Source: an optimization exercise on an open RTL-to-GDS flow (aim: small area, a short achievable clock period and few clock cycles). Production flows keep margins and buffers that such runs may drop. At most, simulation tests tie the RTL to the original design; equivalence was not proved. No activity file was given, so power comes from the tool's default toggle rates.

== the previous run ==
==> flow/design.v (excerpt) <==
module cave_cellular_automaton_step #(
	parameter int MAX_COLS = cca_pkg::CCA_MAX_COLS,
	parameter int MAX_ROWS = cca_pkg::CCA_MAX_ROWS
) (
	input  logic                      clk,
	input  logic                      arst_n,
	input  logic                      start,
	output logic                      busy,
	input  logic [14:0]                     req,
	output logic                      done,
	output logic [1:0]                      rsp,
	input  logic                      cfg_valid,
	output logic                      cfg_ready,
	input  logic [cca_pkg::CCA_CFG_IDX_W-1:0]  cfg_index,
	input  logic [cca_pkg::CCA_CFG_DATA_W-1:0] cfg_data
);
Settings: LEC_CHECK=0, CAP_MARGIN=20, CORE_MARGIN=2, CORE_UTILIZATION=45, CTS_CLUSTER_DIAMETER=100, CTS_CLUSTER_SIZE=24, PLACE_DENSITY=0.6, SETUP_SLACK_MARGIN=4.5, SLEW_MARGIN=20; clock period 7.0 ns.
run.sh (not shown) runs the stock make flow with config.mk's settings and CLKGATE_MAP_FILE= SYNTH_SCRIPT=/design/flow/synth_recipe.tcl, a recipe that flattens the netlist after the stock synthesis.
Testbench counts of the previous run, summed over its fixed seeds: cycles 12,496.
[inputs] the current run vs the previous run
diff --git a/flow/design.v b/flow/design.v
--- a/flow/design.v
+++ b/flow/design.v
@@ -163,62 +163,49 @@
 	logic [6:0] req_col;
 	logic [4:0] req_row;
 	logic       req_wall;
 	assign req_cmd  = req[14:13];
 	assign req_col  = req[12:6];
 	assign req_row  = req[5:1];
 	assign req_wall = req[0];
-	logic       cfgv_q;
-	logic [1:0] cfgi_q;
-	logic [7:0] cfgd_q;
-	always_ff @(posedge clk or negedge arst_n) begin
-		if (!arst_n) begin
-			cfgv_q <= 1'b0;
-		end else begin
-			cfgv_q <= cfg_valid;
-		end
-	end
-	always_ff @(posedge clk) begin
-		cfgi_q <= cfg_index;
-		cfgd_q <= cfg_data;
-	end
 	localparam logic [6:0] UC_RST = 7'(MAX_COLS);
+	localparam logic [4:0] UR_RST = 5'(MAX_ROWS);
 	localparam logic [4:0] KS_RST = 5'd12;   
 	localparam logic [4:0] KB_RST = 5'd13;   
 	logic [6:0]          ucx_q;       
-	logic [MAX_ROWS-1:0] row_bad_q;   
+	logic [4:0]          urx_q;       
 	logic [4:0]          ksx_q;       
 	logic [4:0]          kbx_q;       
 	logic [6:0]          used_cols;
 	logic [MAX_ROWS-1:0] row_ok;
 	logic [4:0]          ks, kb;
-	logic [MAX_ROWS-1:0] row_bad_d;
+	logic [4:0]          used_rows;
 	logic [5:0]          used_grps;
+	assign used_rows = urx_q ^ UR_RST;
 	always_comb begin
 		for (int r = 0; r < MAX_ROWS; r++) begin
-			row_bad_d[r] = (6'(r) >= cfgd_q[5:0]);
+			row_ok[r] = (5'(r) < used_rows);
 		end
 	end
 	assign used_cols = ucx_q ^ UC_RST;
-	assign row_ok    = ~row_bad_q;
 	assign ks        = ksx_q ^ KS_RST;
 	assign kb        = kbx_q ^ KB_RST;
 	assign used_grps = 6'((7'(used_cols) + 7'd1) >> 1);
 	always_ff @(posedge clk or negedge arst_n) begin
 		if (!arst_n) begin
 			ucx_q     <= '0;
-			row_bad_q <= '0;
+			urx_q     <= '0;
 			ksx_q     <= '0;
 			kbx_q     <= '0;
-		end else if (cfgv_q) begin
-			case (cfgi_q)
-				2'd0: ucx_q     <= ((cfgd_q > 8'(MAX_COLS)) ? 7'(MAX_COLS) : cfgd_q[6:0]) ^ UC_RST;
-				2'd1: row_bad_q <= row_bad_d;
-				2'd2: ksx_q     <= cca_kvec(cfgd_q[3:0]) ^ KS_RST;
-				default: kbx_q  <= cca_kvec(cfgd_q[3:0]) ^ KB_RST;
+		end else if (cfg_valid) begin
+			case (cfg_index)
+				2'd0: ucx_q     <= ((cfg_data > 8'(MAX_COLS)) ? 7'(MAX_COLS) : cfg_data[6:0]) ^ UC_RST;
+				2'd1: urx_q     <= ((cfg_data[5:0] > 6'(MAX_ROWS)) ? 5'(MAX_ROWS) : cfg_data[4:0]) ^ UR_RST;
+				2'd2: ksx_q     <= cca_kvec(cfg_data[3:0]) ^ KS_RST;
+				default: kbx_q  <= cca_kvec(cfg_data[3:0]) ^ KB_RST;
 			endcase
 		end
 	end
 	function automatic logic [4:0] cca_kvec(input logic [3:0] t);
 		logic [3:0] tc;
 		tc = (t > 4'd9) ? 4'd9 : t;
 		cca_kvec = (tc == 4'd0) ? 5'b11000 : {1'b0, 4'(5'd16 - 5'(tc))};
@@ -229,15 +216,15 @@
 	logic           accept, acc_gen, in_range1;
 	logic           v1_q, wall1_q;
 	logic [1:0]     cmd1_q;
 	logic [6:0]     col1_q;
 	logic [4:0]     row1_q;
 	logic           v2_q, rd2_q, err2_q, wall2_q;
 	logic           col2_q;                 
-	logic [MAX_ROWS-1:0] row2_q;            
+	logic [3:0]     row2_q;                 
 	logic           done_q;
 	logic [1:0]     rsp_q;
 	logic [NG-1:0]  sel_q;
 	logic           we_q, wgen_q;
 	logic [GAW-1:0] wgrp_q;
 	logic           c1ok_q;
 	assign accept    = start && !busy_q;
@@ -297,19 +284,19 @@
 		col1_q  <= req_col;
 		row1_q  <= req_row;
 		wall1_q <= req_wall;
 		rd2_q   <= (cmd1_q == 2'd2) && in_range1;
 		err2_q  <= !cmd1_q[0] && !in_range1;
 		wall2_q <= wall1_q;
 		col2_q  <= col1_q[0];
-		row2_q  <= MAX_ROWS'(1) << row1_q[3:0];
+		row2_q  <= row1_q[3:0];
 		rsp_q   <= v2_q ? {rd2_q && |(r2_q & cell2), err2_q} : 2'b00;
 	end
 	always_comb begin
-		cell2  = col2_q ? {row2_q, MAX_ROWS'(0)} : {MAX_ROWS'(0), row2_q};
+		cell2  = GW'(1) << {col2_q, row2_q};
 		merged = (r2_q & ~cell2) | (cell2 & {GW{wall2_q}});
 		wdata  = wgen_q ? new_q : merged;
 		rgrp   = gen_q ? GAW'(tcnt_q) : col1_q[GAW:1];
 	end
 	always_ff @(posedge clk) begin
 		r2_q <= (we_q && (wgrp_q == rgrp)) ? wdata : grp_rd;
 	end
Findings:
- The current run ran to completion and came out clean on the timing, design-rule and antenna checks.
- Compared with the previous run, in the current run global-route usage over all layers saw a decrease; cell count after synthesis lower; design area shows a reduction of 860 um2; hold violation total from the final report has remained practically unchanged; total net switching power lost about 13%.
- When the current run is measured against the previous run, its share of the clock period used by the worst path turns out 0.18 points higher.
- Row area of the core region: the current run lower / the previous run higher
- Summary of the current run over the previous run: maximum ir drop on the vdd rail lost 1.3%; register-to-register slack lost 80 ps.
Only the layout flow was run in the current run; the RTL was not checked for function there.

==> afterwards: timing with drivers on the ports <==
No port has a modelled driver above. Below, the same layouts with a new extraction and two added sets of constraints. Step 1 assumes that a clkbuf_16 drives the clock port and a buf_2 every other input. Step 2 also shifts input and output timing later by t, the mid clock arrival at the registers, as if the neighbouring blocks saw the same clock. a / b / c = ideal / step 1 / step 2; a / b = the first two.
| run | t (ns) | slack for setup (ns) | worst setup path at the end | slew at the worst register clock pin (ns) | cell pins on the clock port's net |
|---|---|---|---|---|---|
| the previous run | 0.750 | 4.407 / 4.331 / 4.039 | input to register | 0.11 / 0.11 | 1 |
| the current run | 0.740 | 4.394 / 4.325 / 3.893 | input to register | 0.11 / 0.11 | 1 |
After both steps every run listed still meets setup and hold. The setup slack of the current run, which loses most, moves by -0.069 ns with the drivers and by -0.501 ns with both steps.
